Context: an optimization exercise on an open-source flow, tuned for small area. The choices shown serve that exercise and are no tape-out recipe.
Where RTL was checked, it was by simulation tests only, not by an equivalence proof against the original.
Power is estimated from default activity; no workload was simulated.

==> flow/design.v <==
package smpq_pkg;
	localparam int DEF_QUEUE_DEPTH = 16;
	localparam int VALUE_W         = 32;
	localparam int OCC_W           = 5;
	localparam logic [1:0] OP_INSERT = 2'd0;
	localparam logic [1:0] OP_REMOVE = 2'd1;
	localparam logic [1:0] OP_PEEK   = 2'd2;
	localparam logic [1:0] OP_NONE   = 2'd3;
	localparam logic [1:0] ST_OK    = 2'd0;
	localparam logic [1:0] ST_EMPTY = 2'd1;
	localparam logic [1:0] ST_FULL  = 2'd2;
endpackage
module smpq_ctrl (
	input  logic       clk,
	input  logic       arst_n,
	input  logic       start,
	input  logic [1:0] cmd_op,
	input  logic       full,
	input  logic       empty,
	input  logic       lt,
	output logic       busy,
	output logic       done,
	output logic [4:0] count,
	output logic       sel_prev,
	output logic       sel_keep,
	output logic       sel_new_n,
	output logic [1:0] rsp_status,
	output logic       show_n
);
	logic [3:0] phase_q;
	logic [4:0] count_q;
	logic       armed_q;
	logic       win_q;
	logic       placed_q;
	logic       done_q;
	logic [1:0] status_q;
	logic       show_q;
	logic is_ins, is_rem, is_peek;
	logic ins_go, read_go;
	logic win, ready, take, last_step, behind, sel_new;
	logic take_ins, take_rem, removed;
	logic at11, at14, at15, feedback;
	assign is_ins  = (cmd_op == smpq_pkg::OP_INSERT);
	assign is_rem  = (cmd_op == smpq_pkg::OP_REMOVE);
	assign is_peek = (cmd_op == smpq_pkg::OP_PEEK);
	assign ins_go  = is_ins && !full;
	assign read_go = (is_rem || is_peek) && !empty;
	assign at11 = (phase_q == 4'd7);
	assign at14 = (phase_q == 4'd12);
	assign at15 = (phase_q == 4'd8);
	assign feedback = phase_q[3] ^ phase_q[2] ^ (phase_q[2:0] == 3'd0);
	assign win       = win_q || (armed_q && ins_go && at15);
	assign last_step = win_q && at14;
	assign behind    = lt && !last_step;
	assign sel_prev  = win && behind;
	assign sel_new   = win && !behind && !(win_q && placed_q);
	assign sel_new_n = !sel_new;
	assign removed   = show_q && at15;
	assign sel_keep  = !win && !(empty || removed) || (win && !behind && win_q && placed_q);
	always_comb begin
		if (ins_go)       ready = last_step;
		else if (read_go) ready = at15;
		else              ready = 1'b1;
	end
	assign busy = !ready;
	assign take = start && ready;
	assign take_ins = take && ins_go;
	assign take_rem = take && is_rem && !empty;
	always_ff @(posedge clk or negedge arst_n) begin
		if (!arst_n) begin
			phase_q <= 4'd0;
			count_q <= 5'd0;
			armed_q <= 1'b0;
			win_q   <= 1'b0;
			done_q  <= 1'b0;
		end else begin
			phase_q <= {take_rem || (phase_q[2] && !take_ins), phase_q[1:0], feedback};
			if (take_ins || take_rem)
				count_q <= count_q + {{4{take_rem}}, 1'b1};
			armed_q <= start && !take && (armed_q || at11);
			win_q   <= win && !last_step;
			done_q  <= take;
		end
	end
	always_ff @(posedge clk) begin
		placed_q <= sel_new || (win_q && placed_q);
		if (is_ins && full)
			status_q <= smpq_pkg::ST_FULL;
		else if ((is_rem || is_peek) && empty)
			status_q <= smpq_pkg::ST_EMPTY;
		else
			status_q <= smpq_pkg::ST_OK;
		show_q <= take && read_go;
	end
	assign done       = done_q;
	assign count      = count_q;
	assign rsp_status = status_q;
	assign show_n     = !show_q;
endmodule
module smpq_datapath (
	input  logic        clk,
	input  logic [31:0] cmd_value,
	input  logic        sel_prev,
	input  logic        sel_keep,
	input  logic        sel_new_n,
	input  logic        show_n,
	output logic        key_lt,
	output logic [31:0] rsp_head
);
	logic [31:0] ring_q [16];
	logic [31:0] entry;
	logic [31:0] a;
	logic [31:0] c;
	logic [31:0] co;
	logic [1:0]  carry_q;
	always_ff @(posedge clk) begin
		ring_q[0] <= entry;
		for (int i = 1; i < 16; i++)
			ring_q[i] <= ring_q[i-1];
	end
	assign a = {ring_q[14][31:24], ring_q[13][23:12], ring_q[12][11:0]};
	genvar i;
	generate
		for (i = 0; i < 32; i++) begin : g_bit
			if (i == 0) begin : g_c0
				assign c[i] = 1'b0;
			end else if (i == 12 || i == 24) begin : g_cq
				assign c[i] = carry_q[i/12 - 1];
			end else begin : g_ci
				assign c[i] = co[i-1];
			end
			smpq_slice #(
				.SIGN (i == 31)
			) u_slice (
				.prev      (ring_q[14][i]),
				.keep      (ring_q[15][i]),
				.key       (cmd_value[i]),
				.sel_prev  (sel_prev),
				.sel_keep  (sel_keep),
				.sel_new_n (sel_new_n),
				.a         (a[i]),
				.ci        (c[i]),
				.show_n    (show_n),
				.entry     (entry[i]),
				.co        (co[i]),
				.head      (rsp_head[i])
			);
		end
	endgenerate
	always_ff @(posedge clk) begin
		carry_q <= {co[23], co[11]};
	end
	assign key_lt = co[31];
endmodule
module smpq_slice #(
	parameter bit SIGN = 1'b0
) (
	input  logic prev,
	input  logic keep,
	input  logic key,
	input  logic sel_prev,
	input  logic sel_keep,
	input  logic sel_new_n,
	input  logic a,
	input  logic ci,
	input  logic show_n,
	output logic entry,
	output logic co,
	output logic head
);
	logic held;   
	logic u;      
	assign held  = SIGN ? key : ~key;
	assign u     = SIGN ? ~key : key;
	assign entry = (prev & sel_prev) | (keep & sel_keep) | (held & ~sel_new_n);
	assign co    = (u & a) | (u & ci) | (a & ci);
	assign head  = (SIGN ? keep : ~keep) & ~show_n;
endmodule
module sorted_min_priority_queue_core (
	input  logic        clk,
	input  logic        arst_n,
	input  logic        start,
	input  logic [1:0]  cmd_op,
	input  logic [31:0] cmd_value,
	output logic        busy,
	output logic        done,
	output logic [31:0] rsp_head,
	output logic [1:0]  rsp_status,
	output logic        rsp_empty,
	output logic [4:0]  rsp_count
);
	logic [4:0]  count;
	logic        full;
	logic        empty;
	logic        key_lt;
	logic        sel_keep;
	logic        sel_prev;
	logic        sel_new_n;
	logic        show_n;
	assign full  = count[4];
	assign empty = (count == 5'd0);
	smpq_ctrl u_ctrl (
		.clk        (clk),
		.arst_n     (arst_n),
		.start      (start),
		.cmd_op     (cmd_op),
		.full       (full),
		.empty      (empty),
		.lt         (key_lt),
		.busy       (busy),
		.done       (done),
		.count      (count),
		.sel_prev   (sel_prev),
		.sel_keep   (sel_keep),
		.sel_new_n  (sel_new_n),
		.rsp_status (rsp_status),
		.show_n     (show_n)
	);
	smpq_datapath u_datapath (
		.clk       (clk),
		.cmd_value (cmd_value),
		.sel_prev  (sel_prev),
		.sel_keep  (sel_keep),
		.sel_new_n (sel_new_n),
		.show_n    (show_n),
		.key_lt    (key_lt),
		.rsp_head  (rsp_head)
	);
	assign rsp_empty = empty;
	assign rsp_count = count;
endmodule
module smpq_top (
	input  logic        clk,
	input  logic        arst_n,
	input  logic        start,
	input  logic [1:0]  cmd_op,
	input  logic [31:0] cmd_value,
	output logic        busy,
	output logic        done,
	output logic [31:0] rsp_head,
	output logic [1:0]  rsp_status,
	output logic        rsp_empty,
	output logic [4:0]  rsp_count
);
	sorted_min_priority_queue_core u_core (
		.clk        (clk),
		.arst_n     (arst_n),
		.start      (start),
		.cmd_op     (cmd_op),
		.cmd_value  (cmd_value),
		.busy       (busy),
		.done       (done),
		.rsp_head   (rsp_head),
		.rsp_status (rsp_status),
		.rsp_empty  (rsp_empty),
		.rsp_count  (rsp_count)
	);
endmodule
Settings: LEC_CHECK=0, CAP_MARGIN=20, CORE_MARGIN=2, CORE_UTILIZATION=70, CTS_BUF_LIST=sky130_fd_sc_hd__clkbuf_4, CTS_CLUSTER_DIAMETER=50, CTS_CLUSTER_SIZE=10, PLACE_DENSITY=0.85, SLEW_MARGIN=20, SYNTH_HIERARCHICAL=1; clock period 5.0 ns.
standard.sh (not shown) runs the stock make flow with config.mk's settings and CLKGATE_MAP_FILE= SYNTH_SCRIPT=/design/flow/synth_recipe.tcl, a recipe that flattens the netlist after the stock synthesis.
==> flow/flow/run.sh <==
#!/bin/bash
# The standard layout, with each port's buffer made of the smallest buffer cell,
# a clock tree without dummy loads.
export BUFFER_PORTS_ARGS="-buffer_cell sky130_fd_sc_hd__buf_1"
export CTS_ARGS="-sink_clustering_enable -repair_clock_nets -sink_clustering_size 10 -sink_clustering_max_diameter 50 -buf_list sky130_fd_sc_hd__clkbuf_4 -dont_use_dummy_load"
bash standard.sh > standard.log 2>&1
Rerun with:
--- a/flow/design.v
+++ b/flow/design.v
@@ -74,10 +74,12 @@
 			win_q   <= 1'b0;
 			done_q  <= 1'b0;
 		end else begin
 			phase_q <= {take_rem || (phase_q[2] && !take_ins), phase_q[1:0], feedback};
-			if (take_ins || take_rem)
-				count_q <= count_q + {{4{take_rem}}, 1'b1};
+			if (take_ins)
+				count_q <= count_q + 5'd1;
+			else if (take_rem)
+				count_q <= count_q - 5'd1;
 			armed_q <= start && !take && (armed_q || at11);
 			win_q   <= win && !last_step;
 			done_q  <= take;
 		end
@@ -172,9 +174,9 @@
 	logic u;      
 	assign held  = SIGN ? key : ~key;
 	assign u     = SIGN ? ~key : key;
 	assign entry = (prev & sel_prev) | (keep & sel_keep) | (held & ~sel_new_n);
-	assign co    = (u & a) | (u & ci) | (a & ci);
+	assign co    = ~((~u & ~a) | (~ci & (~u | ~a)));
 	assign head  = (SIGN ? keep : ~keep) & ~show_n;
 endmodule
 module sorted_min_priority_queue_core (
 	input  logic        clk,
What happened: The changed run completed with no timing, DRC or antenna violations. Non-clock buffer count rose by 1. Global-route usage rose by 0.19 points. Routed wire length increases by 2.0%. Setup slack gets better by 30 ps. Sequential share of layout area is higher by 0.57 points. Final cell count came out lower by 0.91%. Clock power is about the same. Flip-flop and latch count is unchanged. Synthesized cell count falls by about 0.8%. Core utilization rises by 1.4 points. Final area goes down by about 0.7%. First-iteration DRC count goes up by about 37%. Die area came out lower by 0.59%.


## green
Another version of the RTL of smpq_top (not shown whole).
Size in the first run: ~730 cells after synthesis, ~530 flip-flops.
==> module smpq_ctrl, before the edit <==
module smpq_ctrl (
	input  logic       clk,
	input  logic       arst_n,
	input  logic       start,
	input  logic [1:0] cmd_op,
	input  logic       full,
	input  logic       empty,
	input  logic       lt,
	output logic       busy,
	output logic       done,
	output logic [3:0] phase,
	output logic [4:0] count,
	output logic       sel_prev,
	output logic       sel_keep,
	output logic       sel_new_n,
	output logic [1:0] rsp_status,
	output logic       show_n
);
	logic [3:0] phase_q;
	logic [4:0] count_q;
	logic       armed_q;
	logic       win_q;
	logic       placed_q;
	logic       done_q;
	logic [1:0] status_q;
	logic       show_q;
	logic is_ins, is_rem, is_peek;
	logic ins_go, read_go;
	logic win, ready, take, last_step, behind, sel_new;
	logic take_ins, take_rem, removed;
	assign is_ins  = (cmd_op == smpq_pkg::OP_INSERT);
	assign is_rem  = (cmd_op == smpq_pkg::OP_REMOVE);
	assign is_peek = (cmd_op == smpq_pkg::OP_PEEK);
	assign ins_go  = is_ins && !full;
	assign read_go = (is_rem || is_peek) && !empty;
	assign win       = win_q || (armed_q && ins_go && phase_q == 4'd15);
	assign last_step = win_q && phase_q == 4'd14;
	assign behind    = lt && !last_step;
	assign sel_prev  = win && behind;
	assign sel_new   = win && !behind && !(win_q && placed_q);
	assign sel_new_n = !sel_new;
	assign removed   = show_q && phase_q == 4'd15;
	assign sel_keep  = !win && !(empty || removed) || (win && !behind && win_q && placed_q);
	always_comb begin
		if (ins_go)       ready = last_step;
		else if (read_go) ready = (phase_q == 4'd15);
		else              ready = 1'b1;
	end
	assign busy = !ready;
	assign take = start && ready;
	assign take_ins = take && ins_go;
	assign take_rem = take && is_rem && !empty;
	always_ff @(posedge clk or negedge arst_n) begin
		if (!arst_n) begin
			phase_q <= 4'd0;
			count_q <= 5'd0;
			armed_q <= 1'b0;
			win_q   <= 1'b0;
			done_q  <= 1'b0;
		end else begin
			phase_q <= ((phase_q + 4'd1) & {4{!take_ins}}) | {4{take_rem}};
			if (take_ins || take_rem)
				count_q <= count_q + {{4{take_rem}}, 1'b1};
			armed_q <= start && !take && (armed_q || phase_q == 4'd11);
			win_q   <= win && !last_step;
			done_q  <= take;
		end
	end
	always_ff @(posedge clk) begin
		placed_q <= sel_new || (win_q && placed_q);
		if (is_ins && full)
			status_q <= smpq_pkg::ST_FULL;
		else if ((is_rem || is_peek) && empty)
			status_q <= smpq_pkg::ST_EMPTY;
		else
			status_q <= smpq_pkg::ST_OK;
		show_q <= take && read_go;
	end
	assign done       = done_q;
	assign phase      = phase_q;
	assign count      = count_q;
	assign rsp_status = status_q;
	assign show_n     = !show_q;
endmodule
==> module smpq_slice, before the edit <==
module smpq_slice #(
	parameter bit SIGN = 1'b0
) (
	input  logic prev,
	input  logic keep,
	input  logic key,
	input  logic sel_prev,
	input  logic sel_keep,
	input  logic sel_new_n,
	input  logic a,
	input  logic ci,
	input  logic show_n,
	output logic entry,
	output logic co,
	output logic head
);
	logic held;   
	logic u;      
	assign held  = SIGN ? key : ~key;
	assign u     = SIGN ? ~key : key;
	assign entry = (prev & sel_prev) | (keep & sel_keep) | (held & ~sel_new_n);
	assign co    = (u & a) | (u & ci) | (a & ci);
	assign head  = (SIGN ? keep : ~keep) & ~show_n;
endmodule
==> module sorted_min_priority_queue_core, before the edit <==
module sorted_min_priority_queue_core (
	input  logic        clk,
	input  logic        arst_n,
	input  logic        start,
	input  logic [1:0]  cmd_op,
	input  logic [31:0] cmd_value,
	output logic        busy,
	output logic        done,
	output logic [31:0] rsp_head,
	output logic [1:0]  rsp_status,
	output logic        rsp_empty,
	output logic [4:0]  rsp_count
);
	logic [3:0]  phase;
	logic [4:0]  count;
	logic        full;
	logic        empty;
	logic        key_lt;
	logic        sel_keep;
	logic        sel_prev;
	logic        sel_new_n;
	logic        show_n;
	assign full  = count[4];
	assign empty = (count == 5'd0);
	smpq_ctrl u_ctrl (
		.clk        (clk),
		.arst_n     (arst_n),
		.start      (start),
		.cmd_op     (cmd_op),
		.full       (full),
		.empty      (empty),
		.lt         (key_lt),
		.busy       (busy),
		.done       (done),
		.phase      (phase),
		.count      (count),
		.sel_prev   (sel_prev),
		.sel_keep   (sel_keep),
		.sel_new_n  (sel_new_n),
		.rsp_status (rsp_status),
		.show_n     (show_n)
	);
	smpq_datapath u_datapath (
		.clk       (clk),
		.cmd_value (cmd_value),
		.sel_prev  (sel_prev),
		.sel_keep  (sel_keep),
		.sel_new_n (sel_new_n),
		.show_n    (show_n),
		.key_lt    (key_lt),
		.rsp_head  (rsp_head)
	);
	assign rsp_empty = empty;
	assign rsp_count = count;
endmodule
Settings: LEC_CHECK=0, CAP_MARGIN=20, CORE_MARGIN=2, CORE_UTILIZATION=70, CTS_BUF_LIST=sky130_fd_sc_hd__clkbuf_4, CTS_CLUSTER_DIAMETER=50, CTS_CLUSTER_SIZE=10, PLACE_DENSITY=0.85, SLEW_MARGIN=20, SYNTH_HIERARCHICAL=1; clock period 5.0 ns.
Scripts as last shown in full above: flow/flow/run.sh
For red, these inputs were changed with respect to green:
--- a/flow/design.v
+++ b/flow/design.v
@@ -17,13 +17,12 @@
 	input  logic [1:0] cmd_op,
 	input  logic       full,
 	input  logic       empty,
 	input  logic       lt,
 	output logic       busy,
 	output logic       done,
-	output logic [3:0] phase,
 	output logic [4:0] count,
 	output logic       sel_prev,
 	output logic       sel_keep,
 	output logic       sel_new_n,
 	output logic [1:0] rsp_status,
 	output logic       show_n
@@ -37,28 +36,33 @@
 	logic [1:0] status_q;
 	logic       show_q;
 	logic is_ins, is_rem, is_peek;
 	logic ins_go, read_go;
 	logic win, ready, take, last_step, behind, sel_new;
 	logic take_ins, take_rem, removed;
+	logic at11, at14, at15, feedback;
 	assign is_ins  = (cmd_op == smpq_pkg::OP_INSERT);
 	assign is_rem  = (cmd_op == smpq_pkg::OP_REMOVE);
 	assign is_peek = (cmd_op == smpq_pkg::OP_PEEK);
 	assign ins_go  = is_ins && !full;
 	assign read_go = (is_rem || is_peek) && !empty;
-	assign win       = win_q || (armed_q && ins_go && phase_q == 4'd15);
-	assign last_step = win_q && phase_q == 4'd14;
+	assign at11 = (phase_q == 4'd7);
+	assign at14 = (phase_q == 4'd12);
+	assign at15 = (phase_q == 4'd8);
+	assign feedback = phase_q[3] ^ phase_q[2] ^ (phase_q[2:0] == 3'd0);
+	assign win       = win_q || (armed_q && ins_go && at15);
+	assign last_step = win_q && at14;
 	assign behind    = lt && !last_step;
 	assign sel_prev  = win && behind;
 	assign sel_new   = win && !behind && !(win_q && placed_q);
 	assign sel_new_n = !sel_new;
-	assign removed   = show_q && phase_q == 4'd15;
+	assign removed   = show_q && at15;
 	assign sel_keep  = !win && !(empty || removed) || (win && !behind && win_q && placed_q);
 	always_comb begin
 		if (ins_go)       ready = last_step;
-		else if (read_go) ready = (phase_q == 4'd15);
+		else if (read_go) ready = at15;
 		else              ready = 1'b1;
 	end
 	assign busy = !ready;
 	assign take = start && ready;
 	assign take_ins = take && ins_go;
 	assign take_rem = take && is_rem && !empty;
@@ -67,16 +71,16 @@
 			phase_q <= 4'd0;
 			count_q <= 5'd0;
 			armed_q <= 1'b0;
 			win_q   <= 1'b0;
 			done_q  <= 1'b0;
 		end else begin
-			phase_q <= ((phase_q + 4'd1) & {4{!take_ins}}) | {4{take_rem}};
+			phase_q <= {take_rem || (phase_q[2] && !take_ins), phase_q[1:0], feedback};
 			if (take_ins || take_rem)
 				count_q <= count_q + {{4{take_rem}}, 1'b1};
-			armed_q <= start && !take && (armed_q || phase_q == 4'd11);
+			armed_q <= start && !take && (armed_q || at11);
 			win_q   <= win && !last_step;
 			done_q  <= take;
 		end
 	end
 	always_ff @(posedge clk) begin
 		placed_q <= sel_new || (win_q && placed_q);
@@ -86,13 +90,12 @@
 			status_q <= smpq_pkg::ST_EMPTY;
 		else
 			status_q <= smpq_pkg::ST_OK;
 		show_q <= take && read_go;
 	end
 	assign done       = done_q;
-	assign phase      = phase_q;
 	assign count      = count_q;
 	assign rsp_status = status_q;
 	assign show_n     = !show_q;
 endmodule
 module smpq_datapath (
 	input  logic        clk,
@@ -167,13 +170,13 @@
 );
 	logic held;   
 	logic u;      
 	assign held  = SIGN ? key : ~key;
 	assign u     = SIGN ? ~key : key;
 	assign entry = (prev & sel_prev) | (keep & sel_keep) | (held & ~sel_new_n);
-	assign co    = (u & a) | (u & ci) | (a & ci);
+	assign co    = ~((~u & ~a) | (~ci & (~u | ~a)));
 	assign head  = (SIGN ? keep : ~keep) & ~show_n;
 endmodule
 module sorted_min_priority_queue_core (
 	input  logic        clk,
 	input  logic        arst_n,
 	input  logic        start,
@@ -183,13 +186,12 @@
 	output logic        done,
 	output logic [31:0] rsp_head,
 	output logic [1:0]  rsp_status,
 	output logic        rsp_empty,
 	output logic [4:0]  rsp_count
 );
-	logic [3:0]  phase;
 	logic [4:0]  count;
 	logic        full;
 	logic        empty;
 	logic        key_lt;
 	logic        sel_keep;
 	logic        sel_prev;
@@ -204,13 +206,12 @@
 		.cmd_op     (cmd_op),
 		.full       (full),
 		.empty      (empty),
 		.lt         (key_lt),
 		.busy       (busy),
 		.done       (done),
-		.phase      (phase),
 		.count      (count),
 		.sel_prev   (sel_prev),
 		.sel_keep   (sel_keep),
 		.sel_new_n  (sel_new_n),
 		.rsp_status (rsp_status),
 		.show_n     (show_n)
--- outcome ---
Against green, red comes in 27 points lower on remaining max-slew budget at the tightest pin.
Area after synthesis: red better than green
Changes observed in red relative to green: final instance area -about 0.5%, setup slack now larger, total half-perimeter wirelength after legalization and detailed placement now larger, share of the clock period used by the worst path now sits lower, total power now sits higher.
Area of the multi-input gates shrinks by a few percent when moving from green to red.
Compared with green, the router placed fewer vias in red.
Between green and red, die area decreased.
When red is set beside green, its met2 wire length turns out to be about 3% larger.
Of red and green, red shows the lower combinational share of power, with green above it.
A capture point of the worst path of u_core.u_datapath.carry_q[1] is what green shows, while u_core.u_datapath.carry_q[0] belongs to red.
The RTL of green was laid out without a check of its function.

[re-timing with driven ports]
How much do the figures lean on ideal ports? The routed layouts below were timed once more, with nothing changed but the port constraints. Step 1 (the two cells are an assumption about what drives the block):
set clk [get_ports {clk}]
set_driving_cell -lib_cell sky130_fd_sc_hd__clkbuf_16 $clk
set_driving_cell -lib_cell sky130_fd_sc_hd__buf_2 [delete_from_list [all_inputs] $clk]
Step 2 also shifts input and output timing later by t, the mid clock arrival at the registers, as if the neighbouring blocks saw the same clock. a / b / c = ideal / step 1 / step 2; a / b = the first two.
run	t (ns)	setup slack, ns	worst data-port slew with drivers (ns)
the first run of note 1	0.696	0.647 / 0.661 / -0.035	0.04
the second run of note 1	0.696	0.677 / 0.697 / 0.001	0.07
green	0.684	0.644 / 0.655 / -0.029	0.05
red	0.693	0.669 / 0.681 / -0.012	0.06
Met with ideal ports but missed after step 2: setup timing in the first run of note 1, green and red. For the first run of note 1, which loses most, drivers alone change the setup slack by +0.014 ns; drivers and shift together by -0.682 ns.
